Context: an optimization exercise on an open-source flow, tuned for small area. The choices shown serve that exercise and are no tape-out recipe.
In this exercise RTL edits were held to simulation tests only and were not proved equivalent to the original.
No activity file was given, so power comes from the tool's default toggle rates. The flow treats the clock pin as an ideal source, which a real chip does not have.

==> design.v <==
`default_nettype none
module serial_link_top (
  input  wire logic       clk,
  input  wire logic       rst_n,
  input  wire logic       rxd,
  input  wire logic [7:0] sw,
  output logic            txd,
  output logic [7:0]      led
);
  localparam logic [3:0] S_SYNC  = 4'd0,
                         S_CMD   = 4'd1,
                         S_ADDR  = 4'd2,
                         S_LEN   = 4'd3,
                         S_DATA  = 4'd4,
                         S_CRC1  = 4'd5,
                         S_CRC2  = 4'd6,
                         S_XWAIT = 4'd7,
                         S_XFER  = 4'd8,
                         T_HDR   = 4'd9,
                         T_DATA  = 4'd10,
                         T_CRC   = 4'd11,
                         T_END   = 4'd12,
                         S_CHK   = 4'd13;
  logic [2047:0] ring;
  logic [127:0]  stg;
  logic [7:0]    pos;
  logic          clr;
  logic [3:0]    state;
  logic [7:0]    cmd;
  logic [7:0]    addr;
  logic [4:0]    len;
  logic [3:0]    k;
  logic          wp;
  logic [15:0]   crc;
  logic [6:0]    m;
  logic [7:0]    sh;
  logic          txq;
  wire [7:0] ring_tap = ring[7:0];
  wire [7:0] st_tap   = stg[7:0];
  wire       idle  = m == 7'd0;
  wire [3:0] bi    = m[6:3];
  wire [2:0] cc    = m[2:0];
  wire       smp   = cc == 3'd7 && bi >= 4'd1 && bi <= 4'd8;
  wire       bend  = m == 7'd82;
  wire       rxb   = m == 7'd72;
  wire       txm   = state >= T_HDR && state <= T_END;
  wire       rx_ok = state <= S_CRC2 || state == T_END;
  wire       is_wr = cmd == 8'h01;
  wire       is_rd = cmd == 8'h02;
  wire [3:0] slot  = addr[3:0] + k;
  wire       hit   = pos[3:0] == slot;
  wire [4:0] k1    = {1'b0, k} + 5'd1;
  wire       last  = k1 == len;
  wire       xact  = (state == S_XWAIT && pos == addr) || state == S_XFER;
  wire       len_ok = sh[7:5] == 3'd0 && sh[4:0] != 5'd0 && (!sh[4] || sh[3:0] == 4'd0);
  wire       st_rx = state == S_DATA && wp && hit;
  wire       tx_go = idle && (state == T_HDR || state == T_CRC || (state == T_DATA && hit));
  wire       rx_go = idle && rx_ok && !rxd;
  logic [7:0] tx_byte;
  always_comb begin
    case (state)
      T_HDR: begin
        case (k[2:0])
          3'd0:    tx_byte = 8'h55;
          3'd1:    tx_byte = cmd;
          3'd2:    tx_byte = addr;
          3'd3:    tx_byte = {3'b000, len};
          default: tx_byte = {7'd0, !(is_wr || is_rd)};
        endcase
      end
      T_DATA:  tx_byte = st_tap;
      default: tx_byte = crc[15:8];
    endcase
  end
  logic [7:0] ring_ins;
  logic [7:0] st_ins;
  always_comb begin
    if (clr)
      ring_ins = 8'h00;
    else if (xact && is_wr && pos != 8'hFF)
      ring_ins = st_tap;
    else
      ring_ins = ring_tap;
    if (st_rx)
      st_ins = sh;
    else if (xact && is_rd)
      st_ins = (pos == 8'hFF) ? sw : ring_tap;
    else
      st_ins = st_tap;
  end
  always_ff @(posedge clk) begin
    ring <= {ring_ins, ring[2047:8]};
    stg  <= {st_ins, stg[127:8]};
  end
  always_ff @(posedge clk) begin
    if (!rst_n) begin
      pos <= 8'd0;
      clr <= 1'b1;
    end else begin
      pos <= pos + 8'd1;
      if (pos == 8'hFF) clr <= 1'b0;
    end
  end
  always_ff @(posedge clk) begin
    if (!rst_n)
      led <= 8'h00;
    else if (xact && is_wr && pos == 8'h00)
      led <= st_tap;
  end
  always_ff @(posedge clk) begin
    if (!rst_n)
      m <= 7'd0;
    else if (rx_go || tx_go)
      m <= 7'd4;
    else if (!idle)
      m <= bend ? 7'd0 : m + 7'd1;
  end
  always_ff @(posedge clk) begin
    if (tx_go)
      sh <= tx_byte;
    else if (smp)
      sh <= {txm ? sh[0] : rxd, sh[7:1]};
  end
  always_ff @(posedge clk) begin
    if (!rst_n)
      txq <= 1'b1;
    else if (tx_go)
      txq <= 1'b0;
    else if (txm && cc == 3'd3 && bi >= 4'd1 && bi <= 4'd9)
      txq <= (bi == 4'd9) ? 1'b1 : sh[0];
  end
  assign txd = txq;
  wire crc_init = state == S_SYNC || state == S_XWAIT || state == S_XFER ||
                  (state == T_HDR && k == 4'd1);
  wire crc_fb   = crc[15] ^ sh[~cc];
  always_ff @(posedge clk) begin
    if (crc_init)
      crc <= 16'hFFFF;
    else if (bi == 4'd9)
      crc <= {crc[14:0], 1'b0} ^ (crc_fb ? 16'h1021 : 16'h0000);
  end
  always_ff @(posedge clk) begin
    if (!rst_n) begin
      state <= S_SYNC;
      wp    <= 1'b0;
    end else begin
      case (state)
        S_SYNC: if (bend && sh == 8'hAA) state <= S_CMD;
        S_CMD: if (bend) begin
          cmd   <= sh;
          state <= S_ADDR;
        end
        S_ADDR: if (bend) begin
          addr  <= sh;
          state <= S_LEN;
        end
        S_LEN: if (bend) begin
          len   <= sh[4:0];
          k     <= 4'd0;
          state <= !len_ok ? S_SYNC : is_wr ? S_DATA : S_CRC1;
        end
        S_DATA: begin
          if (rxb) wp <= 1'b1;
          if (st_rx) begin
            wp <= 1'b0;
            k  <= k + 4'd1;
            if (last) state <= S_CRC1;
          end
        end
        S_CRC1: if (rxb) state <= S_CRC2;
        S_CRC2: if (rxb) state <= S_CHK;
        S_CHK: if (idle) begin
          k     <= 4'd0;
          state <= (crc == 16'h0000) ? S_XWAIT : S_SYNC;
        end
        S_XWAIT, S_XFER: if (xact) begin
          k     <= k + 4'd1;
          state <= S_XFER;
          if (last) begin
            k     <= 4'd0;
            state <= T_HDR;
          end
        end
        T_HDR: if (tx_go) begin
          k <= k + 4'd1;
          if (k == 4'd4) begin
            k     <= 4'd0;
            state <= is_rd ? T_DATA : T_CRC;
          end
        end
        T_DATA: if (tx_go) begin
          k <= k + 4'd1;
          if (last) begin
            k     <= 4'd0;
            state <= T_CRC;
          end
        end
        T_CRC: if (tx_go) begin
          k <= k + 4'd1;
          if (k[0]) state <= T_END;
        end
        T_END: if (idle) state <= S_SYNC;
        default: state <= S_SYNC;
      endcase
    end
  end
endmodule
`default_nettype wire
==> run.sh <==
#!/bin/bash
# synth_recipe.tcl (not shown) runs the flow's synth.tcl, then flattens the netlist and writes it again
# the make line also repeats each setting of config.mk as NAME=value (left out here)
make -C /OpenROAD-flow-scripts/flow DESIGN_CONFIG=/design/flow/config.mk WORK_HOME=/design/flow/orfs CLKGATE_MAP_FILE= SYNTH_SCRIPT=/design/flow/synth_recipe.tcl finish
==> config.mk <==
export PLATFORM = sky130hd
export DESIGN_NAME = serial_link_top
export DESIGN_NICKNAME = serial_link_top
export VERILOG_FILES = /design/flow/design.v
export SDC_FILE = /design/flow/constraint.sdc
export NUM_CORES = 4
export LEC_CHECK = 0
export CAP_MARGIN = 20
export CORE_MARGIN = 2
export CORE_UTILIZATION = 60
export CTS_BUF_LIST = sky130_fd_sc_hd__clkbuf_4 sky130_fd_sc_hd__clkbuf_8
export CTS_CLUSTER_DIAMETER = 50
export CTS_CLUSTER_SIZE = 20
export SLEW_MARGIN = 20
==> constraint.sdc <==
create_clock -name core_clock -period 10.0 [get_ports {clk}]
set_input_delay 2.0000 -clock core_clock [delete_from_list [all_inputs] [get_ports {clk}]]
set_output_delay 2.0000 -clock core_clock [all_outputs]
set_load 0.01 [all_outputs]
==> impl_metrics.json, run 1 <==
{
  "cts_resized": 0,
  "hold_class": "flop to flop",
  "cts_tree": "yes",
  "clock_tree.buffer_depth": 3,
  "r2r_cells": 9,
  "switching_share_pct": 19.8,
  "grt_max_degree": 34,
  "drc": 0,
  "fin_crit_sh_pct": 37.0,
  "nets": 2875,
  "core_sq_mm": 0.0803,
  "fin_skew_ns": 0.0576,
  "die_w_microns": 289,
  "critPathTopFamily": "buffers and inverters",
  "ios": 20,
  "instances_no_fill": 3956,
  "synth_edf_count": 33,
  "critPathMaxStageDelay_ns": 0.55,
  "max_slew_margin_pct": 31.3,
  "dr_total_vias": 17200,
  "internal-power_mw": 10.6,
  "crit_chain": "clkdlybuf4s50_1",
  "antenna_found_initial": 1,
  "start_kind": "flop",
  "seq_area_frac_synth_pct": 93.6,
  "r2r-start": "k[0]",
  "wl_per_cell_microns": 14.8,
  "die_height_microns": 289,
  "worstSkewPairLatency_ns": 0.79,
  "wl_mm": 58.4,
  "synth-async-reset-ratio_pct": 0,
  "worstSetupEndpoint": "led[6]",
  "hold_buffers": 0,
  "layout-drive-gt1-share_pct": 8.74,
  "firstDrtPassIters": 6,
  "placed_cells": 3763,
  "fin_util_pct": 65.5,
  "crit_path_end_kind": "output pin",
  "crit_required_ns": 8.00,
  "arrival_ns": 1.70,
  "root_buffer": "clkbuf_8",
  "ir_drop_mv": 0.203,
  "cap_violations": 0,
  "worstMarginPinSlew_ns": 1.03,
  "path_class": "flop to output pin",
  "clkTransAtPathRegs_ns": 0.10,
  "syn_area_sq_mm": 0.0486,
  "yosys_warnings": 1,
  "status": "finished clean",
  "rows": 104,
  "total_power_mw": 13.2,
  "cp_slowest_cell": "clkdlybuf4s50_1",
  "start_util_pct": 60.5,
  "antenna_left": 0,
  "switchingPower_mw": 2.61,
  "p_per_area_mw_per_mm2": 251,
  "die_area_sq_mm": 0.0833,
  "power_frac_clock_pct": 31.2,
  "syn_avg_cell_area_sq_um": 18.0,
  "grt_pass1_vias": 17900,
  "track_usage_pct": 14.4,
  "grt_pass1_wl_mm": 94.4,
  "p_leak_nw": 20.8,
  "r2r_end": "k[1]",
  "cp-startpoint": "led[6]",
  "io_buffers": 19,
  "cts_sinks": 2255,
  "worst-path-max-fanout": 2,
  "rsz0062_at_grt": "false",
  "syn-instance-count": 2701,
  "fmax_ghz": 0.271,
  "syn_nets": 2728,
  "cp_num_cells": 1,
  "dp_hpwl_mm": 32.6,
  "globalplace.congestion": 0.772,
  "setup_tns_ns": 0,
  "drtIter0Drc": 668,
  "synth_top_flop_cell": "dfxtp_1",
  "r2r_setup_slack_ns": 6.55,
  "post_cts.repair.setup_buffers": 0,
  "finalMaxSlewViolations": 0,
  "hold_violations": 0,
  "seq_power_share_pct": 68.3,
  "crit_buf_inv": 1,
  "hold_slack_ns": 0.299,
  "htreeDepth": 4,
  "p_comb_share_pct": 0.5,
  "period_needed_ns": 3.70,
  "cts_buffers": 143,
  "synth-seq-cells": 2255,
  "synth.distinct_cells": 71,
  "setup_viol": 0,
  "area_growth_pct": 8.30,
  "viasPerCell": 4.35,
  "grt_overflow_total": 0
}
==> flip-flops by register name, summed over array words and instances (netlist names) <==
| name | cells |
|---|---|
| txq | 1 |
| crc | 16 |
| clr | 1 |
| ring | 2048 |
| addr | 8 |
| cmd | 8 |
| pos | 8 |
| sh | 8 |
| len | 5 |
| state | 4 |
| m | 7 |
| k | 4 |
| led | 8 |
| stg | 128 |
| wp | 1 |
==> logic make-up (layout without fill, tap and decap cells) <==
family          Yosys count  in the layout  synth area share [%]
simple gates            223            223                  2.48
fa+ha+maj                16             16                 0.428
compound gates           77             77                  1.16
buf+inv                  39            232                 0.348
xor+xnor                 34             34                 0.685
other cells               0              2                     0
flops                  2255           2255                  93.6
mux                      57             57                  1.31
==> cell usage after synthesis, types with 4 or more instances <==
cell,number,area [sq um]
clkbuf_1,11,41.3
nor3_1,14,70.1
mux2i_1,24,240
xnor2_1,16,140
edfxtp_1,33,991
buf_2,9,45.0
mux2_2,31,349
nand2b_1,4,25.0
a21oi_1,18,90.1
xor2_1,15,131
nand3_1,26,130
inv_1,15,56.3
o21ai_0,12,60.1
dfxtp_1,2222,44500
nor2_1,44,165
nor2b_1,27,169
ha_1,15,188
o221ai_1,8,70.1
nand4_1,4,25.0
a221oi_1,5,43.8
and2_1,9,56.3
nor4_1,7,43.8
nand2_1,59,221
==> worst reg2reg max path: cells and delay by family (launching register included) <==
kind / cells / cell delay (ns)
buf+inv: 1 / 0.05
fa+ha+maj: 2 / 0.62
flops: 1 / 0.53
simple gates: 4 / 1.23
compound gates: 1 / 0.29
xor+xnor: 1 / 0.35
==> worst min path at each step <==
stage                          start          to  slack (ns)  cells past startpoint
after CTS                   stg[123]    stg[115]        0.29                      0
after global routing        stg[123]    stg[115]        0.29                      0
after floorplan              ring[8]     ring[0]        0.31                      0
after global placement     ring[306]   ring[298]        0.31                      0
after detailed placement  ring[1135]  ring[1127]        0.31                      0
final                       stg[123]    stg[115]        0.30                      0
==> metrics by stage <==
stage	worst slack, ns	area [sq um]
global placement	5.53	50000
global route	6.10	52600
floorplan	6.64	48600
detailed placement	5.43	50000
finish	6.30	52600
CTS	6.21	52600
==> cells in the final DEF (no fill, tap or decap), types with 15 or more instances in the layout <==
cell type,instances
mux2_2,31
ha_1,15
edfxtp_1,33
xnor2_1,16
nand3_1,26
a21oi_1,18
clkbuf_8,150
nor2b_1,27
dfxtp_1,2222
xor2_1,15
mux2i_1,24
nand2_1,59
nor2_1,44
inv_1,15
clkdlybuf4s50_1,19
==> power by group through the flow <==
stage | combinational (mW) | clock (mW) | sequential [mW]
2_1_floorplan | 0.0509 | 0 | 9.21
3_3_place_gp | 0.0721 | 0 | 9.21
3_5_place_dp | 0.0723 | 0 | 9.21
4_1_cts | 0.0728 | 4.26 | 9.01
5_1_grt | 0.0804 | 4.60 | 9.01
6_report | 0.0720 | 4.11 | 9.01
==> layout make-up <==
| type | count | area (sq um) |
|---|---|---|
| flip-flops and latches | 2255 | 45500 |
| well taps | 1060 | 1330 |
| inverters | 15 | 56.3 |
| repair buffers | 26 | 243 |
| clock buffers | 153 | 2090 |
| clock inverters | 38 | 478 |
| multi-input cells | 407 | 2950 |
| fillers | 5347 | 27700 |
| diodes | 2 | 5.00 |
==> per-layer routing <==
layer / wire, microns / GRT usage, % / vias up / part of all wire [%]
li1: - / - / 8795 / -
met1: 30800 / 21.3 / 8092 / 53
met2: 23600 / 20.3 / 199 / 40
met3: 2050 / 3.34 / 131 / 3.5
met4: 1840 / 6.41 / 0 / 3.2
met5: 0 / 0 / - / 0
==> run 2: changes to the inputs <==
--- a/config.mk
+++ b/config.mk
@@ -8,7 +8,4 @@
 export CAP_MARGIN = 20
 export CORE_MARGIN = 2
-export CORE_UTILIZATION = 60
-export CTS_BUF_LIST = sky130_fd_sc_hd__clkbuf_4 sky130_fd_sc_hd__clkbuf_8
-export CTS_CLUSTER_DIAMETER = 50
-export CTS_CLUSTER_SIZE = 20
+export CORE_UTILIZATION = 40
 export SLEW_MARGIN = 20
==> impl_metrics.json, run 2 <==
{
  "syn-instance-count": 2701,
  "wl_per_cell_microns": 11.9,
  "fin_skew_ns": 0.0399,
  "grt_overflow_total": 0,
  "cts_buffers": 182,
  "worstMarginPinSlew_ns": 1.03,
  "top_register": "ring",
  "clkTransAtPathRegs_ns": 0.07,
  "wl_mm": 55.4,
  "die_w_microns": 353,
  "layout-drive-gt1-share_pct": 11.4,
  "fin_crit_sh_pct": 36.3,
  "setup_viol": 0,
  "synth.distinct_cells": 71,
  "synth_top_cell_by_area": "dfxtp_1",
  "finalMaxSlewViolations": 0,
  "nets": 2910,
  "arrival_ns": 4.00,
  "synth_top_flop_cell": "dfxtp_1",
  "die_area_sq_mm": 0.124,
  "reg_top3": "ring (2048), stg (128), crc (16)",
  "holdPathStages": 0,
  "clock_tree.buffer_depth": 3,
  "viasPerCell": 3.82,
  "globalplace.congestion": 0.788,
  "layout_common_cells": "dfxtp_1 (2222), clkbuf_16 (187), nand2_1 (59)",
  "firstDrtPassIters": 5,
  "core_sq_mm": 0.120,
  "synth.area.top_cells": "dfxtp_1 (92%), edfxtp_1 (2.0%), mux2_2 (0.72%)",
  "start_kind": "input pin",
  "crit_path_end_kind": "flop",
  "worst-path-max-fanout": 33,
  "io_buffers": 19,
  "rows": 127,
  "cap_violations": 0,
  "yosysMostFrequentCell": "dfxtp_1",
  "final_common_cell": "dfxtp_1",
  "drc": 0,
  "synth-async-reset-ratio_pct": 0,
  "antenna_left": 0,
  "largest_reg_flops": 2048,
  "root_buffer": "clkbuf_16",
  "area_growth_pct": 17.3,
  "htreeDepth": 4,
  "synth_common_cells": "dfxtp_1 (2222), nand2_1 (59), nor2_1 (44)",
  "cts_sinks": 2255,
  "grt_pass1_wl_mm": 92.2,
  "hold_violations": 0,
  "cts_tree": "yes",
  "fmax_ghz": 0.275,
  "track_usage_pct": 9.11,
  "grt_pass1_vias": 17500,
  "cts_resized": 0,
  "yosys_warnings": 1,
  "period_needed_ns": 3.63,
  "setup_tns_ns": 0,
  "fillCellCount": 10100,
  "syn_avg_cell_area_sq_um": 18.0,
  "rsz0062_at_grt": "false",
  "worstSkewPairLatency_ns": 0.76,
  "yosys.area.top_type_share_pct": 91.6,
  "setup_slack_ns": 6.37,
  "syn_nets": 2728,
  "hold_buffers": 0,
  "r2r_cells": 9,
  "path_class": "input pin to flop",
  "crit_required_ns": 10.36,
  "grt_max_degree": 34,
  "ir_drop_mv": 0.195,
  "die_height_microns": 353,
  "syn_area_sq_mm": 0.0486,
  "antenna_found_initial": 2,
  "start_util_pct": 40.4,
  "synth_edf_count": 33,
  "dr_total_vias": 17800,
  "hold_class": "flop to flop",
  "synth-seq-cells": 2255,
  "p_leak_nw": 22.5,
  "p_per_area_mw_per_mm2": 285,
  "status": "finished clean",
  "ios": 20,
  "preCtsSetupSlack_ns": 5.63,
  "drtIter0Drc": 993,
  "seq_area_frac_synth_pct": 93.6,
  "dp_hpwl_mm": 28.3,
  "post_cts.repair.setup_buffers": 0,
  "max_slew_margin_pct": 31.1
}
run 2: where the power goes:
| group | leakage (nW) | internal (mW) | switching [mW] | total, mW |
|---|---|---|---|---|
| logic | 1.25 | 0.0304 | 0.0405 | 0.0709 |
| clock network | 3.09 | 4.14 | 3.02 | 7.16 |
| registers | 18.2 | 9.00 | 0.00927 | 9.01 |
| total | 22.5 | 13.2 | 3.07 | 16.2 |
run 2: path summary, 6_finish.rpt:
kind	startpoint	end	slack, ns
setup / recovery	rst_n	cmd[5]	6.37
hold / removal	ring[472]	ring[464]	0.29
setup reg to reg	k[0]	k[1]	6.84
hold reg to reg	ring[472]	ring[464]	0.29
run 2: critical path, cell delays in order:
cell and delay (ns):
clkdlybuf4s50_1 0.45, buf_4 0.31, nand2_1 0.13, or3_1 0.36, nor3_1 0.74
run 2: cells by family after synthesis:
| logic type | share of synthesized area (%) |
|---|---|
| compound gates | 1.16 |
| xor+xnor | 0.685 |
| fa+ha+maj | 0.428 |
| buf+inv | 0.348 |
| flops | 93.6 |
| mux | 1.31 |
| simple gates | 2.48 |
run 2: metal layers:
layer / GRT usage [%] / part of all wire [%]
met5: 0 / 0
met4: 4.55 / 3.0
met3: 2.87 / 5.1
met2: 11.4 / 36
met1: 13.8 / 56
run 2: layout make-up:
class	instances	area, sq um	share of cell area, %
Sequential cell	2255	45500	79.8
Clock buffer	277	5470	9.59
Multi-Input combinational cell	407	2950	5.17
Tap cell	1612	2020	3.54
Clock inverter	56	828	1.45
Timing Repair Buffer	22	213	0.373
Inverter	15	56.3	0.0988
Antenna cell	1	2.50	0.00439
run 2: metrics by stage:
step	instances	util (%)	hold WS, ns	power, mW	area (sq um)
2_1_floorplan	2701	-	0.310	9.26	48600
3_3_place_gp	4311	42.2	0.310	9.28	50700
3_5_place_dp	4311	42.2	0.312	9.28	50700
4_1_cts	4644	47.4	0.289	16.5	57000
5_1_grt	4644	47.4	0.296	16.8	57000
6_report	4645	47.5	0.292	16.2	57000
==> run 3: changes to the inputs <==
--- a/config.mk
+++ b/config.mk
@@ -8,4 +8,4 @@
 export CAP_MARGIN = 20
 export CORE_MARGIN = 2
-export CORE_UTILIZATION = 40
+export CORE_UTILIZATION = 65
 export SLEW_MARGIN = 20
==> impl_metrics.json, run 3 <==
{
  "preCtsSetupSlack_ns": 5.52,
  "path_class": "input pin to flop",
  "dp_hpwl_mm": 33.2,
  "fin_skew_ns": 0.0452,
  "arrival_ns": 4.05,
  "fmax_ghz": 0.269,
  "switching_share_pct": 20.3,
  "io_buffers": 19,
  "worstSetupEndpoint": "cmd[2]",
  "globalplace.congestion": 0.771,
  "viasPerCell": 4.57,
  "largest_reg_flops": 2048,
  "r2r_end": "sh[6]",
  "synth-seq-cells": 2255,
  "power_frac_clock_pct": 44.6,
  "seq_area_frac_synth_pct": 93.6,
  "worst-path-max-fanout": 33,
  "layout-drive-gt1-share_pct": 11.5,
  "dr_total_vias": 18300,
  "grt_pass1_vias": 20800,
  "p_comb_share_pct": 0.5,
  "syn_avg_cell_area_sq_um": 18.0,
  "synth_top_cell_by_area": "dfxtp_1",
  "crit_buf_inv": 2,
  "core_sq_mm": 0.0742,
  "setup_tns_ns": 0,
  "syn_area_sq_mm": 0.0486,
  "p_leak_nw": 22.5,
  "grt_max_degree": 34,
  "cp_slowest_cell": "nor3_1",
  "top_register": "ring",
  "synth.area.top_cells": "dfxtp_1 (92%), edfxtp_1 (2.0%), mux2_2 (0.72%)",
  "finalMaxSlewViolations": 0,
  "crit_path_end_kind": "flop",
  "r2r-start": "k[0]",
  "synth_common_cells": "dfxtp_1 (2222), nand2_1 (59), nor2_1 (44)",
  "diodes": 0,
  "worstSkewPairLatency_ns": 0.76,
  "wl_met2_mm": 39.1,
  "max_slew_margin_pct": 31.7,
  "dr.max_layer_used": "met4",
  "rows": 100,
  "met3WireLength_mm": 2.78,
  "period_needed_ns": 3.72,
  "yosysMostFrequentCell": "dfxtp_1",
  "wl_mm": 78.6,
  "critPathTopFamily": "simple AND/OR/NAND/NOR gates",
  "switchingPower_mw": 3.33,
  "cts_resized": 0,
  "drc": 0,
  "m1WireLength_mm": 35.6,
  "syn-instance-count": 2701,
  "cp-startpoint": "rst_n",
  "die_area_sq_mm": 0.0769,
  "cts_sinks": 2255,
  "cts_tree": "yes",
  "ios": 20,
  "setup_slack_ns": 6.28,
  "nets": 2916,
  "track_usage_pct": 21.4,
  "grt_overflow_total": 0,
  "clkTransAtPathRegs_ns": 0.07,
  "antenna_left": 0,
  "p_per_area_mw_per_mm2": 292,
  "start_kind": "input pin",
  "cp_num_cells": 5,
  "yosys_warnings": 1,
  "area_growth_pct": 15.6,
  "hold_class": "flop to flop",
  "firstDrtPassIters": 5,
  "syn_nets": 2728,
  "cap_violations": 0,
  "holdPathStages": 0,
  "setup_viol": 0,
  "hold_buffers": 0,
  "synth_top_flop_cell": "dfxtp_1",
  "fin_crit_sh_pct": 37.2,
  "clock_tree.buffer_depth": 3,
  "hold_slack_ns": 0.292,
  "layout_common_cells": "dfxtp_1 (2222), clkbuf_16 (186), nand2_1 (59)",
  "die_height_microns": 277,
  "start_util_pct": 65.5,
  "die_w_microns": 277,
  "critPathMaxStageDelay_ns": 0.79,
  "internal-power_mw": 13.0,
  "yosys.area.top_type_share_pct": 91.6,
  "status": "finished clean",
  "reg_top3": "ring (2048), stg (128), crc (16)",
  "r2r_cells": 8,
  "wl_per_cell_microns": 19.6,
  "grt_pass1_wl_mm": 125,
  "ir_drop_mv": 0.243,
  "synth_edf_count": 33,
  "synth-async-reset-ratio_pct": 0,
  "synth.distinct_cells": 71,
  "antenna_found_initial": 3,
  "drtIter0Drc": 1006,
  "rsz0062_at_grt": "false",
  "root_buffer": "clkbuf_16",
  "hold_violations": 0,
  "r2r_setup_slack_ns": 6.74,
  "crit_required_ns": 10.33,
  "seq_power_share_pct": 55.0,
  "post_cts.repair.setup_buffers": 0,
  "crit_chain": "clkdlybuf4s50_1, buf_4, nand2_1, or3_1, nor3_1",
  "htreeDepth": 4,
  "final_common_cell": "dfxtp_1",
  "cts_buffers": 184,
  "worstMarginPinSlew_ns": 1.02
}
-- run 3: cell count changes in the layout (fill, tap and decap cells not counted), sizes merged --
cell      before  now
bufinv        13    9
clkinvlp       2    3
clkinv        37   43
diode          1    0
clkbuf       277  275
buf            3    7
-- run 3: kinds of logic (layout without fill, tap and decap cells) --
family,Yosys count,after routing,synth area share (%)
buf+inv,39,375,0.348
simple gates,223,223,2.48
compound gates,77,77,1.16
flops,2255,2255,93.6
xor+xnor,34,34,0.685
mux,57,57,1.31
fa+ha+maj,16,16,0.428
-- run 3: area by class of cell --
type                       count  area [sq um]
tap                          969          1210
sequential                  2255         45500
timing repair buffer          26           243
clock buffer                 275          5400
inverter                      15          56.3
fill                        3692         18000
multi-input combinational    407          2940
clock inverter                59           823
-- run 3: worst register-to-register path, cell delays in order (launching register included) --
cell	delay [ns]
edfxtp_1	0.51
ha_1	0.22
inv_1	0.05
fa_1	0.39
xnor3_1	0.34
nor3_1	0.38
nor2b_2	0.31
o211a_4	0.33
a21o_1	0.38
-- run 3: power groups by stage --
stage / Combinational (mW) / Sequential [mW] / Clock, mW
floorplan: 0.0509 / 9.21 / 0
global placement: 0.0703 / 9.21 / 0
detailed placement: 0.0705 / 9.21 / 0
CTS: 0.0739 / 9.01 / 7.44
global route: 0.0817 / 9.00 / 7.75
finish: 0.0747 / 9.01 / 7.30
-- run 3: worst min path at each step --
| stage | start | endpoint |
|---|---|---|
| after global routing | ring[2011] | ring[2003] |
| final | ring[840] | ring[832] |
| after CTS | ring[840] | ring[832] |
| after floorplan | ring[8] | ring[0] |
| after detailed placement | ring[1055] | ring[1047] |
| after global placement | stg[37] | stg[29] |
-- run 3: metrics by stage --
step                      power [mW]  util (%)  instance area, sq um  std cells
after CTS                       16.5      75.7                 56100       4006
after floorplan                 9.26         -                 48600       2701
after detailed placement        9.29      67.3                 49900       3672
after global placement          9.29      67.3                 49900       3672
after global routing            16.8      75.7                 56200       4006
final                           16.4      75.7                 56200       4006
-- run 3: metal layers --
metal	vias to the layer above	GRT usage, %
met1	8957	28.6
met5	-	0
met3	94	4.49
met4	0	5.76
met2	284	35.7
li1	8983	-
==> run 4: changes to the inputs <==
--- a/config.mk
+++ b/config.mk
@@ -6,6 +6,10 @@
 export NUM_CORES = 4
 export LEC_CHECK = 0
+export ABC_AREA = 1
 export CAP_MARGIN = 20
 export CORE_MARGIN = 2
-export CORE_UTILIZATION = 65
+export CORE_UTILIZATION = 60
+export CTS_BUF_LIST = sky130_fd_sc_hd__clkbuf_16
+export CTS_CLUSTER_DIAMETER = 80
+export CTS_CLUSTER_SIZE = 36
 export SLEW_MARGIN = 20
==> impl_metrics.json, run 4 <==
{
  "hold_violations": 0,
  "crit_required_ns": 8.00,
  "worstMarginPinSlew_ns": 0.955,
  "cp_slowest_cell": "clkdlybuf4s50_1",
  "wl_per_cell_microns": 13.8,
  "drtIter0Drc": 957,
  "rsz0062_at_grt": "false",
  "die_area_sq_mm": 0.0832,
  "hold_class": "flop to flop",
  "htreeDepth": 3,
  "setup_tns_ns": 0,
  "start_util_pct": 60.5,
  "critPathMaxStageDelay_ns": 0.56,
  "clock_tree.buffer_depth": 3,
  "viasPerCell": 4.34,
  "antenna_found_initial": 0,
  "final_common_cell": "dfxtp_1",
  "drc": 0,
  "grt_pass1_vias": 17400,
  "rows": 104,
  "grt_overflow_total": 0,
  "top_register": "ring",
  "area_growth_pct": 7.36,
  "grt_pass1_wl_mm": 91.3,
  "grt_max_degree": 38,
  "holdPathStages": 0,
  "r2r-start": "k[0]",
  "synth-seq-cells": 2255,
  "ir_drop_mv": 0.172,
  "max_slew_margin_pct": 35.8,
  "r2r_setup_slack_ns": 6.47,
  "hp-start": "ring[1804]",
  "synth_edf_count": 33,
  "switching_share_pct": 19.0,
  "post_cts.repair.setup_buffers": 0,
  "min_to": "ring[1796]",
  "layout_common_cells": "dfxtp_1 (2222), nand2_1 (190), inv_1 (112)",
  "instances_no_fill": 4048,
  "crit_buf_inv": 1,
  "yosys.area.top_type_share_pct": 91.6,
  "reg_top3": "ring (2048), stg (128), crc (16)",
  "syn-instance-count": 2891,
  "nets": 3003,
  "power_frac_clock_pct": 29.9,
  "critPathTopFamily": "buffers and inverters",
  "syn_area_sq_mm": 0.0486,
  "yosys_warnings": 1,
  "worstSkewPairLatency_ns": 0.65,
  "p_leak_nw": 20.9,
  "internal-power_mw": 10.4,
  "synth.distinct_cells": 44,
  "fillCellCount": 5588,
  "clkTransAtPathRegs_ns": 0.12,
  "syn_avg_cell_area_sq_um": 16.8,
  "worst-path-max-fanout": 2,
  "hold_buffers": 0,
  "globalplace.congestion": 0.840,
  "synth_top_cell_by_area": "dfxtp_1",
  "finalMaxSlewViolations": 0,
  "cts_buffers": 75,
  "r2r_end": "k[1]",
  "path_class": "flop to output pin",
  "crit_path_end_kind": "output pin",
  "synth.area.top_cells": "dfxtp_1 (92%), edfxtp_1 (2.0%), nand2_1 (1.5%)",
  "synth-async-reset-ratio_pct": 0,
  "syn_nets": 2918,
  "synth_common_cells": "dfxtp_1 (2222), nand2_1 (190), inv_1 (110)",
  "ios": 20,
  "synth_top_flop_cell": "dfxtp_1",
  "fin_skew_ns": 0.0270,
  "fin_crit_sh_pct": 35.8,
  "status": "finished clean",
  "crit_chain": "clkdlybuf4s50_1",
  "diodes": 0,
  "root_buffer": "clkbuf_16",
  "switchingPower_mw": 2.45,
  "seq_area_frac_synth_pct": 93.6,
  "r2r_cells": 12,
  "p_comb_share_pct": 0.3,
  "core_sq_mm": 0.0803,
  "cts_sinks": 2255,
  "seq_power_share_pct": 69.8,
  "die_height_microns": 289,
  "arrival_ns": 1.58,
  "dr_total_vias": 17600,
  "yosysMostFrequentCell": "dfxtp_1",
  "placed_cells": 3959,
  "period_needed_ns": 3.58,
  "p_per_area_mw_per_mm2": 247,
  "io_buffers": 19,
  "dp_hpwl_mm": 30.6,
  "largest_reg_flops": 2048,
  "fmax_ghz": 0.280,
  "antenna_left": 0,
  "cts_resized": 0,
  "setup_viol": 0,
  "layout-drive-gt1-share_pct": 3.88,
  "firstDrtPassIters": 5,
  "cap_violations": 0,
  "start_kind": "flop",
  "die_w_microns": 289,
  "cts_tree": "yes",
  "wl_mm": 56.0,
  "track_usage_pct": 13.6
}
==> run 4: cell types whose count changed after synthesis, sizes merged, moves of 9 or more <==
| cell | delta |
|---|---|
| nand4 | +12 |
| mux2 | -31 |
| nand2 | +136 |
| nor3 | -9 |
| xnor2 | -10 |
| o21ai | +31 |
| nor2 | +39 |
| mux2i | -23 |
| xor2 | -9 |
| inv | +103 |
| nand3 | +21 |
| o211ai | +19 |
| nor2b | -28 |
==> run 4: cell type report <==
| type | count | area [sq um] | share of cell area, % |
|---|---|---|---|
| flip-flops and latches | 2255 | 45500 | 87.2 |
| multi-input cells | 503 | 2570 | 4.93 |
| clock buffers | 76 | 1900 | 3.65 |
| well taps | 1060 | 1330 | 2.54 |
| inverters | 119 | 447 | 0.857 |
| repair buffers | 22 | 213 | 0.408 |
| clock inverters | 13 | 209 | 0.401 |
==> run 4: through the flow <==
stage          total power [mW]  worst slack [ns]  hold slack [ns]  utilization (%)  area, sq um
2_1_floorplan              9.23              6.61            0.310                -        48600
3_3_place_gp               9.25              5.86            0.310             62.3        50000
3_5_place_dp               9.25              5.82            0.312             62.3        50000
4_1_cts                    13.0              6.37            0.316             64.9        52100
5_1_grt                    13.3              6.16            0.316             64.9        52100
6_report                   12.9              6.42            0.320             64.9        52100
==> run 4: cells by family (layout without fill, tap and decap cells) <==
kind of cell	count (synthesis)	after routing	synth area share (%)
adders and majority gates	16	16	0.428
DFF	2255	2255	93.6
muxes	1	1	0.0206
AOI/OAI and AO/OA	110	110	1.36
and+or+nand+nor	363	363	3.25
buffers and inverters	133	230	1.08
xor gates and xnor gates	13	13	0.234
==> run 4: how the worst max path moves through the flow <==
stage / start / endpoint / slack [ns] / cells past startpoint
final: led[5] / led[5] / 6.42 / 1
after global routing: k[0] / k[1] / 6.16 / 12
after CTS: led[5] / led[5] / 6.37 / 1
after detailed placement: rst_n / k[1] / 5.82 / 5
after global placement: rst_n / k[0] / 5.86 / 5
after floorplan: rst_n / k[0] / 6.61 / 4
==> run 4: power groups by stage <==
stage / combinational (mW) / clock (mW) / sequential [mW]
6_report: 0.0403 / 3.85 / 9.00
5_1_grt: 0.0445 / 4.28 / 9.01
4_1_cts: 0.0397 / 3.98 / 9.00
3_3_place_gp: 0.0393 / 0 / 9.21
2_1_floorplan: 0.0270 / 0 / 9.21
3_5_place_dp: 0.0395 / 0 / 9.21
==> run 4: layer usage <==
| metal | global-route usage [%] | vias up | routed length, microns |
|---|---|---|---|
| met3 | 2.77 | 113 | 2200 |
| met1 | 21.7 | 8110 | 31100 |
| met5 | 0 | - | 0 |
| met2 | 18.3 | 281 | 20800 |
| met4 | 4.95 | 0 | 1850 |
| li1 | - | 9072 | - |
==> run 5: changes to the inputs <==
--- a/config.mk
+++ b/config.mk
@@ -6,5 +6,4 @@
 export NUM_CORES = 4
 export LEC_CHECK = 0
-export ABC_AREA = 1
 export CAP_MARGIN = 20
 export CORE_MARGIN = 2
==> impl_metrics.json, run 5 <==
{
  "status": "finished clean",
  "final_cell_area_sq_mm": 0.0522,
  "seq_area_frac_synth_pct": 93.6,
  "setup_tns_ns": 0,
  "fin_crit_sh_pct": 35.7,
  "cp_slowest_cell": "clkdlybuf4s50_1",
  "cts_buffers": 75,
  "synth_common_cells": "dfxtp_1 (2222), nand2_1 (59), nor2_1 (44)",
  "critPathTopFamily": "buffers and inverters",
  "hold_class": "flop to flop",
  "synth_top_flop_cell": "dfxtp_1",
  "layout_common_cells": "dfxtp_1 (2222), clkbuf_16 (75), nand2_1 (59)",
  "synth.distinct_cells": 71,
  "die_w_microns": 289,
  "final_common_cell": "dfxtp_1",
  "preCtsSetupSlack_ns": 5.43,
  "fmax_ghz": 0.280,
  "clkTransAtPathRegs_ns": 0.12,
  "placed_area_sq_mm": 0.0500,
  "hold_buffers": 0,
  "p_leak_nw": 20.5,
  "rows": 104,
  "ir_drop_mv": 0.181,
  "grt_max_degree": 38,
  "grt_pass1_vias": 17400,
  "dp_hpwl_mm": 32.6,
  "top_register": "ring",
  "drtIter0Drc": 742,
  "die_area_sq_mm": 0.0833,
  "grt_overflow_total": 0,
  "diodes": 0,
  "cts_tree": "yes",
  "worst-path-max-fanout": 2,
  "synth-async-reset-ratio_pct": 0,
  "core_sq_mm": 0.0803,
  "rsz0062_at_grt": "false",
  "clock_tree.buffer_depth": 3,
  "nets": 2808,
  "globalplace.congestion": 0.772,
  "hold_violations": 0,
  "setup_slack_ns": 6.43,
  "root_buffer": "clkbuf_16",
  "synth_edf_count": 33,
  "yosys.area.top_type_share_pct": 91.6,
  "yosysMostFrequentCell": "dfxtp_1",
  "synth.area.top_cells": "dfxtp_1 (92%), edfxtp_1 (2.0%), mux2_2 (0.72%)",
  "dr_total_vias": 16800,
  "crit_buf_inv": 1,
  "worstMarginPinSlew_ns": 1.02,
  "wl_mm": 58.8,
  "crit_required_ns": 8.00,
  "antenna_left": 0,
  "antenna_found_initial": 1,
  "cap_violations": 0,
  "cts_sinks": 2255,
  "post_cts.repair.setup_buffers": 0,
  "path_class": "flop to output pin",
  "crit_chain": "clkdlybuf4s50_1",
  "wl_per_cell_microns": 15.3,
  "crit_path_end_kind": "output pin",
  "grt_pass1_wl_mm": 93.8,
  "syn_avg_cell_area_sq_um": 18.0,
  "layout-drive-gt1-share_pct": 5.37,
  "synth-seq-cells": 2255,
  "firstDrtPassIters": 6,
  "drc": 0,
  "yosys_warnings": 1,
  "arrival_ns": 1.57,
  "period_needed_ns": 3.57,
  "max_slew_margin_pct": 31.6,
  "fin_skew_ns": 0.0564,
  "syn-instance-count": 2701,
  "track_usage_pct": 14.3,
  "largest_reg_flops": 2048,
  "ios": 20,
  "start_util_pct": 60.5,
  "syn_area_sq_mm": 0.0486,
  "reg_top3": "ring (2048), stg (128), crc (16)",
  "io_buffers": 19,
  "viasPerCell": 4.37,
  "htreeDepth": 3,
  "finalMaxSlewViolations": 0,
  "critPathMaxStageDelay_ns": 0.55,
  "synth_top_cell_by_area": "dfxtp_1",
  "worstSkewPairLatency_ns": 0.66,
  "setup_viol": 0,
  "die_height_microns": 289,
  "start_kind": "flop",
  "p_per_area_mw_per_mm2": 248,
  "syn_nets": 2728,
  "area_growth_pct": 7.36,
  "cts_resized": 0
}
-- run 5: cell count changes in the layout (fill, tap and decap cells not counted), sizes merged, moves of 9 or more --
cell	change
nand2	-136
inv	-105
nor2	-39
mux2	+31
o21ai	-31
nor2b	+28
mux2i	+23
nand3	-21
o211ai	-19
nand4	-12
xnor2	+10
nor3	+9
xor2	+9
-- run 5: metal layers --
| layer | routed length [microns] | vias to the layer above | track usage (%) |
|---|---|---|---|
| li1 | - | 8630 | - |
| met1 | 31200 | 7966 | 21.5 |
| met2 | 24400 | 138 | 21.1 |
| met3 | 1510 | 99 | 2.61 |
| met4 | 1660 | 0 | 4.61 |
| met5 | 0 | - | 0 |
-- run 5: through the flow --
stage	cells	hold WS (ns)	total power [mW]	util (%)
4_1_cts	3852	0.300	13.1	65.0
3_3_place_gp	3763	0.310	9.29	62.3
6_report	3853	0.312	12.9	65.0
5_1_grt	3853	0.303	13.4	65.0
3_5_place_dp	3763	0.312	9.29	62.3
2_1_floorplan	2701	0.310	9.26	-
-- run 5: path summary, 6_finish.rpt --
kind,start,endpoint,slack [ns],depth (start not counted)
min reg2reg,stg[113],stg[105],0.31,0
max reg2reg,k[0],k[2],6.52,9
max,led[6],led[6],6.43,1
min,stg[113],stg[105],0.31,0
-- run 5: worst reg2reg max path, stage by stage (launching register included) --
cell and delay (ns):
edfxtp_1 0.53, ha_1 0.23, inv_1 0.05, fa_1 0.39
xnor3_1 0.35, nor3_1 0.45, nand2_1 0.10, o21ai_0 0.30
nand2_1 0.09, nor3_1 0.63
-- run 5: cells by family after synthesis --
logic type / Yosys count / share of synthesized area, %
mux: 57 / 1.31
fa+ha+maj: 16 / 0.428
xor+xnor: 34 / 0.685
flops: 2255 / 93.6
compound gates: 77 / 1.16
buf+inv: 39 / 0.348
simple gates: 223 / 2.48
-- run 5: layout make-up --
type                    instances  area [sq um]
flip-flops and latches       2255         45500
fillers                      5416         28100
multi-input cells             407          2940
clock buffers                  75          1880
well taps                    1060          1330
repair buffers                 27           248
clock inverters                14           239
inverters                      15          56.3
-- run 5: where the power goes --
part / internal, mW / switching (mW)
Combinational: 0.0306 / 0.0418
Sequential: 9.00 / 0.00945
Clock: 1.42 / 2.43
==> run 6: changes to the inputs <==
==> flow/run.sh (new file) <==
#!/bin/bash
# Standard layout, with clock tree synthesis told not to add dummy loads and to
# use larger sink clusters of clkbuf_16.
set -euo pipefail
export CTS_ARGS="-sink_clustering_enable -repair_clock_nets -dont_use_dummy_load -buf_list sky130_fd_sc_hd__clkbuf_16 -sink_clustering_size 44 -sink_clustering_max_diameter 50"
bash standard.sh > standard.log 2>&1
==> standard.sh (new file) <==
#!/bin/bash
# synth_recipe.tcl (not shown) runs the flow's synth.tcl, then flattens the netlist and writes it again
# the make line also repeats each setting of config.mk as NAME=value (left out here)
make -C /OpenROAD-flow-scripts/flow DESIGN_CONFIG=/design/flow/config.mk WORK_HOME=/design/flow/orfs CLKGATE_MAP_FILE= SYNTH_SCRIPT=/design/flow/synth_recipe.tcl "${@:-finish}"
--- a/config.mk
+++ b/config.mk
@@ -8,7 +8,4 @@
 export CAP_MARGIN = 20
 export CORE_MARGIN = 2
-export CORE_UTILIZATION = 60
-export CTS_BUF_LIST = sky130_fd_sc_hd__clkbuf_16
-export CTS_CLUSTER_DIAMETER = 80
-export CTS_CLUSTER_SIZE = 36
+export CORE_UTILIZATION = 70
 export SLEW_MARGIN = 20
removed: run.sh
==> impl_metrics.json, run 6 <==
{
  "status": "finished clean",
  "rsz0062_at_grt": "false",
  "grt_pass1_wl_mm": 132,
  "layout-drive-gt1-share_pct": 6.41,
  "cts_tree": "yes",
  "antenna_found_initial": 6,
  "fmax_ghz": 0.263,
  "synth_top_flop_cell": "dfxtp_1",
  "globalplace.congestion": 0.810,
  "r2r-start": "k[0]",
  "io_buffers": 19,
  "wl_per_cell_microns": 22.6,
  "setup_slack_ns": 6.20,
  "clkTransAtPathRegs_ns": 0.07,
  "synth_edf_count": 33,
  "worst-path-max-fanout": 33,
  "final_common_cell": "dfxtp_1",
  "crit_buf_inv": 2,
  "seq_area_frac_synth_pct": 93.6,
  "start_kind": "input pin",
  "crit_chain": "clkdlybuf4s50_1, buf_4, nand2_1, or3_1, nor3_1",
  "root_buffer": "clkbuf_16",
  "syn-instance-count": 2701,
  "cts_resized": 0,
  "cts_sinks": 2255,
  "fillCellCount": 3328,
  "hold_buffers": 0,
  "fin_skew_ns": 0.102,
  "cp_slowest_cell": "nor3_1",
  "setup_tns_ns": 0,
  "htreeDepth": 3,
  "synth.distinct_cells": 71,
  "yosys_warnings": 1,
  "cap_violations": 0,
  "p_per_area_mw_per_mm2": 264,
  "max_slew_margin_pct": 32.5,
  "largest_reg_flops": 2048,
  "grt_overflow_total": 0,
  "viasPerCell": 4.90,
  "antenna_left": 0,
  "synth.area.top_cells": "dfxtp_1 (92%), edfxtp_1 (2.0%), mux2_2 (0.72%)",
  "yosys.area.top_type_share_pct": 91.6,
  "synth-seq-cells": 2255,
  "final-seq-area_sq_mm": 0.0455,
  "layout_common_cells": "dfxtp_1 (2222), clkbuf_16 (121), nand2_1 (59)",
  "ir_drop_mv": 0.202,
  "crit_required_ns": 10.25,
  "grt_pass1_vias": 20700,
  "dr_total_vias": 18400,
  "die_height_microns": 267,
  "top_register": "ring",
  "post_cts.repair.setup_buffers": 0,
  "syn_avg_cell_area_sq_um": 18.0,
  "cts_buffers": 121,
  "firstDrtPassIters": 5,
  "rows": 96,
  "hold_violations": 0,
  "track_usage_pct": 24.9,
  "syn_nets": 2728,
  "worstSkewPairLatency_ns": 0.71,
  "setup_viol": 0,
  "finalMaxSlewViolations": 0,
  "fin_util_pct": 77.0,
  "area_growth_pct": 8.87,
  "fin_crit_sh_pct": 38.0,
  "wl_mm": 84.9,
  "synth_common_cells": "dfxtp_1 (2222), nand2_1 (59), nor2_1 (44)",
  "hp-start": "ring[13]",
  "path_class": "input pin to flop",
  "hold_slack_ns": 0.282,
  "drc": 0,
  "worstMarginPinSlew_ns": 1.00,
  "nets": 2851,
  "preCtsSetupSlack_ns": 5.60,
  "arrival_ns": 4.04,
  "p_leak_nw": 20.9,
  "yosysMostFrequentCell": "dfxtp_1",
  "cp-startpoint": "rst_n",
  "die_area_sq_mm": 0.0715,
  "diodes": 0,
  "reg_top3": "ring (2048), stg (128), crc (16)",
  "syn_area_sq_mm": 0.0486,
  "synth-async-reset-ratio_pct": 0,
  "start_util_pct": 70.7,
  "die_w_microns": 267,
  "synth_top_cell_by_area": "dfxtp_1",
  "multi_input_area_sq_mm": 0.00294,
  "critPathTopFamily": "simple AND/OR/NAND/NOR gates",
  "clock_tree.buffer_depth": 3,
  "grt_max_degree": 37,
  "core_sq_mm": 0.0687,
  "dp_hpwl_mm": 35.6,
  "drtIter0Drc": 1419,
  "total_power_mw": 13.9,
  "hold_class": "flop to flop",
  "period_needed_ns": 3.80,
  "critPathMaxStageDelay_ns": 0.78,
  "crit_path_end_kind": "flop",
  "ios": 20
}
## run 6: per-stage QoR
step	instances	cell area, sq um
2_1_floorplan	2701	48600
3_3_place_gp	3632	49900
3_5_place_dp	3632	49900
4_1_cts	3753	52900
5_1_grt	3753	52900
6_report	3753	52900
## run 6: metal layers
| metal | vias up | wire length (microns) | track usage, % |
|---|---|---|---|
| met1 | 9034 | 35500 | 32.2 |
| met3 | 186 | 3960 | 5.02 |
| met2 | 475 | 42700 | 42.5 |
| met4 | 10 | 2720 | 8.17 |
| met5 | - | 67 | 0 |
| li1 | 8695 | - | - |
## run 6: layout make-up
type / instances / share of cell area [%]
clock buffer: 121 / 5.72
inverter: 15 / 0.106
sequential: 2255 / 86.0
timing repair buffer: 24 / 0.431
tap: 931 / 2.20
multi-input combinational: 407 / 5.56
## run 6: final timing paths
kind	depth (start not counted)	slack, ns	endpoint
max	5	6.20	cmd[5]
min	0	0.28	ring[5]
max reg2reg	9	6.74	k[1]
min reg2reg	0	0.28	ring[5]
## run 6: report_power, final
group	internal [mW]	total (mW)	switching, mW
Sequential	8.99	9.00	0.00979
Combinational	0.0307	0.0744	0.0437
Clock	2.14	4.86	2.72
## run 6: cell families (layout without fill, tap and decap cells)
logic type	Yosys count	in the layout	share of synthesized area (%)
adder cells (fa/ha/maj)	16	16	0.428
multiplexers	57	57	1.31
flip-flops	2255	2255	93.6
buffers and inverters	39	160	0.348
XOR/XNOR	34	34	0.685
AND/OR/NAND/NOR	223	223	2.48
AO/OA/AOI/OAI	77	77	1.16
==> run 7: changes to the inputs <==
==> flow/run.sh (replaced) <==
#!/bin/bash
# Standard layout, with clock tree synthesis told not to add dummy loads and to
# use larger sink clusters of clkbuf_16.
set -euo pipefail
export CTS_ARGS="-sink_clustering_enable -repair_clock_nets -dont_use_dummy_load -buf_list sky130_fd_sc_hd__clkbuf_16 -sink_clustering_size 36 -sink_clustering_max_diameter 80 -tree_buf sky130_fd_sc_hd__clkbuf_8"
bash standard.sh > standard.log 2>&1
--- a/config.mk
+++ b/config.mk
@@ -8,4 +8,4 @@
 export CAP_MARGIN = 20
 export CORE_MARGIN = 2
-export CORE_UTILIZATION = 70
+export CORE_UTILIZATION = 60
 export SLEW_MARGIN = 20
==> impl_metrics.json, run 7 <==
{
  "synth.distinct_cells": 71,
  "max_slew_margin_pct": 28.6,
  "crit_required_ns": 10.26,
  "die_w_microns": 289,
  "cts_resized": 0,
  "root_buffer": "clkbuf_16",
  "largest_reg_flops": 2048,
  "setup_slack_ns": 6.40,
  "area_growth_pct": 6.87,
  "worstMarginPinSlew_ns": 1.07,
  "diodes": 0,
  "fmax_ghz": 0.277,
  "preCtsSetupSlack_ns": 5.43,
  "synth-async-reset-ratio_pct": 0,
  "synth_top_cell_by_area": "dfxtp_1",
  "wl_mm": 58.7,
  "met3WireLength_mm": 1.60,
  "grt_pass1_vias": 17300,
  "core_sq_mm": 0.0803,
  "cts_tree": "yes",
  "arrival_ns": 3.87,
  "viasPerCell": 4.37,
  "period_needed_ns": 3.60,
  "status": "finished clean",
  "hold_buffers": 0,
  "hold_violations": 0,
  "grt_pass1_wl_mm": 93.7,
  "clkTransAtPathRegs_ns": 0.12,
  "drc": 0,
  "setup_viol": 0,
  "dr_total_vias": 16800,
  "yosys.area.top_type_share_pct": 91.6,
  "ir_drop_mv": 0.181,
  "synth_edf_count": 33,
  "cap_violations": 0,
  "io_buffers": 19,
  "final_common_cell": "dfxtp_1",
  "start_kind": "input pin",
  "synth.area.top_cells": "dfxtp_1 (92%), edfxtp_1 (2.0%), mux2_2 (0.72%)",
  "die_height_microns": 289,
  "synth_top_flop_cell": "dfxtp_1",
  "crit_path_end_kind": "flop",
  "hold_class": "flop to flop",
  "cts_sinks": 2255,
  "syn_area_sq_mm": 0.0486,
  "worst-path-max-fanout": 33,
  "nets": 2808,
  "post_cts.repair.setup_buffers": 0,
  "htreeDepth": 3,
  "ios": 20,
  "globalplace.congestion": 0.772,
  "seq_area_frac_synth_pct": 93.6,
  "layout_common_cells": "dfxtp_1 (2222), clkbuf_16 (75), nand2_1 (59)",
  "holdPathStages": 0,
  "antenna_left": 0,
  "rows": 104,
  "reg_top3": "ring (2048), stg (128), crc (16)",
  "setup_tns_ns": 0,
  "grt_overflow_total": 0,
  "wl_met2_mm": 24.3,
  "grt_max_degree": 37,
  "total_power_mw": 12.8,
  "start_util_pct": 60.5,
  "firstDrtPassIters": 6,
  "rsz0062_at_grt": "false",
  "m1WireLength_mm": 31.1,
  "drtIter0Drc": 734,
  "p_per_area_mw_per_mm2": 246,
  "layout-drive-gt1-share_pct": 4.93,
  "top_register": "ring",
  "syn_nets": 2728,
  "syn-instance-count": 2701,
  "cts_buffers": 75,
  "antenna_found_initial": 1,
  "wl_per_cell_microns": 15.3,
  "clock_tree.buffer_depth": 3,
  "path_class": "input pin to flop",
  "syn_avg_cell_area_sq_um": 18.0,
  "yosysMostFrequentCell": "dfxtp_1",
  "yosys_warnings": 1,
  "fin_skew_ns": 0.0979,
  "dr.max_layer_used": "met4",
  "synth-seq-cells": 2255,
  "finalMaxSlewViolations": 0,
  "fin_util_pct": 64.7,
  "r2r_cells": 9,
  "die_area_sq_mm": 0.0833,
  "worstSkewPairLatency_ns": 0.63,
  "track_usage_pct": 14.3,
  "fin_crit_sh_pct": 36.0,
  "dp_hpwl_mm": 32.6,
  "synth_common_cells": "dfxtp_1 (2222), nand2_1 (59), nor2_1 (44)",
  "p_leak_nw": 20.4
}
run 7: metal layers:
metal	vias to the layer above	GRT usage (%)
met4	0	4.43
met1	7932	21.5
met3	103	2.55
li1	8612	-
met5	-	0
met2	142	21.1
run 7: path summary, 6_finish.rpt:
check / start / to / slack, ns
worst min register to register: stg[113] / stg[105] / 0.27
worst max register to register: k[0] / k[2] / 6.54
worst min-delay path: stg[113] / stg[105] / 0.27
worst max-delay path: rst_n / cmd[1] / 6.40
run 7: worst max-delay path, stage by stage:
cell,delay (ns)
clkdlybuf4s50_1,0.45
buf_4,0.31
nand2_1,0.12
or3_1,0.38
nor3_1,0.33
buf_2,0.27
run 7: layout make-up:
| class | instances | area [sq um] |
|---|---|---|
| Tap cell | 1060 | 1330 |
| Fill cell | 5430 | 28400 |
| Clock buffer | 75 | 1880 |
| Multi-Input combinational cell | 407 | 2940 |
| Inverter | 15 | 56.3 |
| Sequential cell | 2255 | 45500 |
| Timing Repair Buffer | 27 | 248 |
run 7: cells by family (layout without fill, tap and decap cells):
family / Yosys count / in the layout / synth area share (%)
flops: 2255 / 2255 / 93.6
buf+inv: 39 / 117 / 0.348
compound gates: 77 / 77 / 1.16
simple gates: 223 / 223 / 2.48
fa+ha+maj: 16 / 16 / 0.428
mux: 57 / 57 / 1.31
xor+xnor: 34 / 34 / 0.685
run 7: power breakdown:
| part | internal [mW] | leakage [nW] | switching, mW |
|---|---|---|---|
| Clock | 1.37 | 0.924 | 2.32 |
| Combinational | 0.0306 | 1.27 | 0.0411 |
| Sequential | 9.00 | 18.2 | 0.00944 |
| Total | 10.4 | 20.4 | 2.37 |
run 7: per-stage QoR:
step / hold WS [ns] / std cells / cell area [sq um]
global route: 0.274 / 3839 / 51900
CTS: 0.268 / 3838 / 51900
finish: 0.271 / 3839 / 51900
global placement: 0.310 / 3763 / 50000
floorplan: 0.310 / 2701 / 48600
detailed placement: 0.312 / 3763 / 50000
==> run 8: changes to the inputs <==
==> flow/run.sh (replaced) <==
#!/bin/bash
# Standard layout, with clock tree synthesis told not to add dummy loads and to
# use larger sink clusters of clkbuf_16.
set -euo pipefail
export CTS_ARGS="-sink_clustering_enable -repair_clock_nets -dont_use_dummy_load -buf_list sky130_fd_sc_hd__clkbuf_16 -sink_clustering_size 38 -sink_clustering_max_diameter 70"
bash standard.sh > standard.log 2>&1
==> impl_metrics.json, run 8 <==
{
  "synth.area.top_cells": "dfxtp_1 (92%), edfxtp_1 (2.0%), mux2_2 (0.72%)",
  "syn_nets": 2728,
  "antenna_found_initial": 1,
  "diodes": 0,
  "drtIter0Drc": 763,
  "viasPerCell": 4.36,
  "htreeDepth": 3,
  "synth-seq-cells": 2255,
  "io_buffers": 19,
  "max_slew_margin_pct": 31.7,
  "cp_num_cells": 6,
  "crit_chain": "clkdlybuf4s50_1, buf_4, nand2_1, or3_1, nor3_1, buf_2",
  "yosys_warnings": 1,
  "layout_common_cells": "dfxtp_1 (2222), clkbuf_16 (73), nand2_1 (59)",
  "core_sq_mm": 0.0803,
  "dr_total_vias": 16700,
  "final_common_cell": "dfxtp_1",
  "hold_class": "flop to flop",
  "synth_common_cells": "dfxtp_1 (2222), nand2_1 (59), nor2_1 (44)",
  "status": "finished clean",
  "crit_required_ns": 10.28,
  "drc": 0,
  "placed_cells": 3763,
  "period_needed_ns": 3.59,
  "largest_reg_flops": 2048,
  "post_cts.repair.setup_buffers": 0,
  "clkTransAtPathRegs_ns": 0.12,
  "cap_violations": 0,
  "grt_max_degree": 39,
  "area_growth_pct": 6.77,
  "syn_avg_cell_area_sq_um": 18.0,
  "hold_buffers": 0,
  "antenna_left": 0,
  "dp_hpwl_mm": 32.6,
  "synth_edf_count": 33,
  "cts_buffers": 73,
  "globalplace.congestion": 0.772,
  "worstSetupEndpoint": "cmd[1]",
  "synth_top_cell_by_area": "dfxtp_1",
  "instances_no_fill": 3837,
  "worstSkewPairLatency_ns": 0.66,
  "critPathTopFamily": "buffers and inverters",
  "synth.distinct_cells": 71,
  "syn-instance-count": 2701,
  "setup_tns_ns": 0,
  "layout-drive-gt1-share_pct": 4.86,
  "cp-startpoint": "rst_n",
  "nets": 2806,
  "start_kind": "input pin",
  "p_leak_nw": 20.4,
  "track_usage_pct": 14.0,
  "cts_tree": "yes",
  "fmax_ghz": 0.278,
  "firstDrtPassIters": 6,
  "setup_viol": 0,
  "yosys.area.top_type_share_pct": 91.6,
  "grt_pass1_vias": 17100,
  "seq_area_frac_synth_pct": 93.6,
  "ios": 20,
  "grt_overflow_total": 0,
  "cts_resized": 0,
  "fin_crit_sh_pct": 35.9,
  "r2r-start": "k[0]",
  "arrival_ns": 3.87,
  "grt_pass1_wl_mm": 92.3,
  "p_per_area_mw_per_mm2": 245,
  "crit_path_end_kind": "flop",
  "wl_mm": 57.8,
  "synth-async-reset-ratio_pct": 0,
  "ir_drop_mv": 0.218,
  "cp_slowest_cell": "clkdlybuf4s50_1",
  "wl_per_cell_microns": 15.1,
  "fin_skew_ns": 0.125,
  "hold_violations": 0,
  "rows": 104,
  "worstMarginPinSlew_ns": 1.02,
  "die_area_sq_mm": 0.0833,
  "yosysMostFrequentCell": "dfxtp_1",
  "r2r_end": "k[1]",
  "critPathMaxStageDelay_ns": 0.45,
  "cts_sinks": 2255,
  "root_buffer": "clkbuf_16",
  "clock_tree.buffer_depth": 3,
  "rsz0062_at_grt": "false",
  "top_register": "ring",
  "die_height_microns": 289,
  "syn_area_sq_mm": 0.0486,
  "holdPathStages": 0,
  "start_util_pct": 60.5,
  "r2r_setup_slack_ns": 6.45,
  "worst-path-max-fanout": 33,
  "path_class": "input pin to flop",
  "die_w_microns": 289,
  "reg_top3": "ring (2048), stg (128), crc (16)",
  "finalMaxSlewViolations": 0,
  "crit_buf_inv": 3,
  "synth_top_flop_cell": "dfxtp_1",
  "r2r_cells": 9
}
run 8: cell counts after synthesis:
No cell type changed its count.
run 8: kinds of logic after synthesis:
family / share of synthesized area [%]
xor+xnor: 0.685
fa+ha+maj: 0.428
compound gates: 1.16
simple gates: 2.48
buf+inv: 0.348
mux: 1.31
flops: 93.6
run 8: worst register-to-register path: stages (launching register included):
cell      delay (ns)
edfxtp_1        0.53
ha_1            0.23
inv_1           0.05
fa_1            0.39
xnor3_1         0.35
nor3_1          0.43
nand2_1         0.09
o21ai_0         0.29
nand2_1         0.09
nor3_1          0.63
run 8: how the worst min path moves through the flow:
stage / slack [ns] / to / startpoint
final: 0.28 / stg[105] / stg[113]
after global routing: 0.27 / stg[110] / stg[118]
after CTS: 0.27 / stg[105] / stg[113]
after detailed placement: 0.31 / ring[1127] / ring[1135]
after global placement: 0.31 / ring[298] / ring[306]
after floorplan: 0.31 / ring[0] / ring[8]
run 8: metal layers:
layer	wire length (microns)	vias to the layer above	GRT usage [%]
li1	-	8601	-
met1	31000	7897	21.3
met2	23500	147	20.4
met3	1500	101	2.23
met4	1810	0	5.05
met5	0	-	0
run 8: stage by stage:
stage	instance area (sq um)	util, %	hold WS (ns)	total power [mW]	worst slack (ns)
after floorplan	48600	-	0.310	9.26	6.64
after global placement	50000	62.3	0.310	9.29	5.53
after detailed placement	50000	62.3	0.312	9.29	5.43
after CTS	51900	64.6	0.272	12.8	6.05
after global routing	51900	64.6	0.271	13.1	6.03
final	51900	64.6	0.275	12.7	6.41
run 8: layout make-up:
| class | count | area, sq um |
|---|---|---|
| fill | 5408 | 28400 |
| clock buffer | 73 | 1830 |
| timing repair buffer | 27 | 248 |
| inverter | 15 | 56.3 |
| sequential | 2255 | 45500 |
| tap | 1060 | 1330 |
| multi-input combinational | 407 | 2940 |
run 8: where the power goes:
part	internal [mW]	leakage [nW]	total, mW	switching, mW
clock network	1.33	0.900	3.64	2.31
logic	0.0306	1.27	0.0722	0.0416
registers	9.00	18.2	9.01	0.00949
total	10.4	20.4	12.7	2.36
==> run 9: changes to the inputs <==
==> flow/run.sh (replaced) <==
#!/bin/bash
# Standard layout, with clock tree synthesis told not to add dummy loads and to
# use larger sink clusters of clkbuf_16.
set -euo pipefail
export CTS_ARGS="-sink_clustering_enable -repair_clock_nets -dont_use_dummy_load -buf_list sky130_fd_sc_hd__clkbuf_16 -sink_clustering_size 36 -sink_clustering_max_diameter 80"
bash standard.sh > standard.log 2>&1
==> impl_metrics.json, run 9 <==
{
  "status": "finished clean",
  "arrival_ns": 3.87,
  "grt_max_degree": 37,
  "setup_viol": 0,
  "multi_input_area_sq_mm": 0.00294,
  "post_cts.repair.setup_buffers": 0,
  "fmax_ghz": 0.277,
  "antenna_found_initial": 1,
  "syn_area_sq_mm": 0.0486,
  "layout_common_cells": "dfxtp_1 (2222), clkbuf_16 (75), nand2_1 (59)",
  "crit_required_ns": 10.26,
  "die_height_microns": 289,
  "diodes": 0,
  "drc": 0,
  "area_growth_pct": 6.87,
  "r2r_end": "k[2]",
  "rsz0062_at_grt": "false",
  "synth.area.top_cells": "dfxtp_1 (92%), edfxtp_1 (2.0%), mux2_2 (0.72%)",
  "final-seq-area_sq_mm": 0.0455,
  "cts_tree": "yes",
  "cp_num_cells": 6,
  "start_util_pct": 60.5,
  "fin_skew_ns": 0.0979,
  "hold_class": "flop to flop",
  "io_buffers": 19,
  "fillCellCount": 5430,
  "clock_tree.buffer_depth": 3,
  "yosys_warnings": 1,
  "max_slew_margin_pct": 28.6,
  "critPathMaxStageDelay_ns": 0.45,
  "yosys.area.top_type_share_pct": 91.6,
  "worstMarginPinSlew_ns": 1.07,
  "synth_common_cells": "dfxtp_1 (2222), nand2_1 (59), nor2_1 (44)",
  "dp_hpwl_mm": 32.6,
  "die_w_microns": 289,
  "fin_crit_sh_pct": 36.0,
  "synth-async-reset-ratio_pct": 0,
  "critPathTopFamily": "buffers and inverters",
  "dr_total_vias": 16800,
  "wl_mm": 58.7,
  "r2r-start": "k[0]",
  "cts_buffers": 75,
  "path_class": "input pin to flop",
  "worstSetupEndpoint": "cmd[1]",
  "start_kind": "input pin",
  "ir_drop_mv": 0.181,
  "htreeDepth": 3,
  "clkTransAtPathRegs_ns": 0.12,
  "crit_chain": "clkdlybuf4s50_1, buf_4, nand2_1, or3_1, nor3_1, buf_2",
  "core_sq_mm": 0.0803,
  "grt_pass1_vias": 17300,
  "total_power_mw": 12.8,
  "synth.distinct_cells": 71,
  "r2r_setup_slack_ns": 6.54,
  "reg_top3": "ring (2048), stg (128), crc (16)",
  "seq_area_frac_synth_pct": 93.6,
  "rows": 104,
  "crit_path_end_kind": "flop",
  "viasPerCell": 4.37,
  "wl_per_cell_microns": 15.3,
  "drtIter0Drc": 734,
  "final_common_cell": "dfxtp_1",
  "synth_edf_count": 33,
  "largest_reg_flops": 2048,
  "syn_avg_cell_area_sq_um": 18.0,
  "cap_violations": 0,
  "hold_buffers": 0,
  "synth_top_flop_cell": "dfxtp_1",
  "grt_overflow_total": 0,
  "die_area_sq_mm": 0.0833,
  "worst-path-max-fanout": 33,
  "hold_violations": 0,
  "globalplace.congestion": 0.772,
  "cts_resized": 0,
  "firstDrtPassIters": 6,
  "root_buffer": "clkbuf_16",
  "p_leak_nw": 20.4,
  "period_needed_ns": 3.60,
  "yosysMostFrequentCell": "dfxtp_1",
  "setup_tns_ns": 0,
  "placed_area_sq_mm": 0.0500,
  "nets": 2808,
  "top_register": "ring",
  "r2r_cells": 9,
  "final_cell_area_sq_mm": 0.0519,
  "grt_pass1_wl_mm": 93.7,
  "cp_slowest_cell": "clkdlybuf4s50_1",
  "cts_sinks": 2255,
  "worstSkewPairLatency_ns": 0.63,
  "ios": 20,
  "fin_util_pct": 64.7,
  "syn-instance-count": 2701,
  "finalMaxSlewViolations": 0,
  "synth-seq-cells": 2255,
  "crit_buf_inv": 3,
  "cp-startpoint": "rst_n",
  "layout-drive-gt1-share_pct": 4.93,
  "p_per_area_mw_per_mm2": 246,
  "synth_top_cell_by_area": "dfxtp_1",
  "antenna_left": 0,
  "syn_nets": 2728,
  "track_usage_pct": 14.3
}
[run 9: cell families (layout without fill, tap and decap cells)]
family,count (synthesis),after routing,share of synthesized area [%]
and+or+nand+nor,223,223,2.48
buffers and inverters,39,117,0.348
xor gates and xnor gates,34,34,0.685
DFF,2255,2255,93.6
AOI/OAI and AO/OA,77,77,1.16
adders and majority gates,16,16,0.428
muxes,57,57,1.31
[run 9: cell type report]
class / instances / share of cell area (%)
Timing Repair Buffer: 27 / 0.477
Tap cell: 1060 / 2.55
Sequential cell: 2255 / 87.6
Inverter: 15 / 0.108
Multi-Input combinational cell: 407 / 5.66
Clock buffer: 75 / 3.61
[run 9: routing by layer]
layer / track usage (%) / vias to the layer above / share of wire, %
met5: 0 / - / 0
li1: - / 8612 / -
met4: 4.43 / 0 / 2.8
met3: 2.55 / 103 / 2.7
met2: 21.1 / 142 / 41
met1: 21.5 / 7932 / 53
[run 9: through the flow]
stage          worst slack (ns)  instances  hold WS [ns]
2_1_floorplan              6.64       2701         0.310
3_3_place_gp               5.53       3763         0.310
3_5_place_dp               5.43       3763         0.312
4_1_cts                    6.04       3838         0.268
5_1_grt                    6.12       3839         0.274
6_report                   6.40       3839         0.271
[run 9: power by group]
| group | total [mW] | switching (mW) | internal [mW] | leakage [nW] |
|---|---|---|---|---|
| registers | 9.01 | 0.00944 | 9.00 | 18.2 |
| clock network | 3.68 | 2.32 | 1.37 | 0.924 |
| logic | 0.0717 | 0.0411 | 0.0306 | 1.27 |
[run 9: worst reg2reg max path: stages, from the launching register on]
cell      delay, ns
edfxtp_1       0.53
ha_1           0.23
inv_1          0.05
fa_1           0.39
xnor3_1        0.35
nor3_1         0.44
nand2_1        0.09
o21ai_0        0.30
nand2_1        0.09
nor3_1         0.62
[run 9: worst min path at each step]
stage | start | end | slack [ns] | depth (start not counted)
4_1_cts | stg[113] | stg[105] | 0.27 | 0
5_1_grt | stg[113] | stg[105] | 0.27 | 0
3_3_place_gp | ring[306] | ring[298] | 0.31 | 0
2_1_floorplan | ring[8] | ring[0] | 0.31 | 0
3_5_place_dp | ring[1135] | ring[1127] | 0.31 | 0
6_report | stg[113] | stg[105] | 0.27 | 0

[separate check: timing with driven ports]
In the flow no input, the clock included, has a driving cell. The finished layouts below were timed again as built, in two steps.
Step 1 sets driving cells, clkbuf_16 on the clock port and buf_2 on the other inputs (assumed; they add their load-dependent delay and slew).
Step 2 times the ports against the registers' clock, not the clock port: input delays grow and output delays shrink by t, the midpoint of the rising clock arrivals with the driver on.
Three values: no drivers, after step 1, after step 2; two values: the first two.
run	t (ns)	slack for setup (ns)
run 1	0.824	6.304 / 6.246 / 5.820
run 2	0.808	6.366 / 6.335 / 5.597
run 3	0.816	6.276 / 6.241 / 5.504
run 4	0.708	6.424 / 6.356 / 5.815
run 5	0.704	6.427 / 6.364 / 5.793
run 6	0.742	6.204 / 6.247 / 5.505
run 7	0.666	6.395 / 6.418 / 5.770
run 8	0.653	6.407 / 6.417 / 5.788
run 9	0.666	6.395 / 6.418 / 5.770
After both steps every run listed still meets setup and hold.
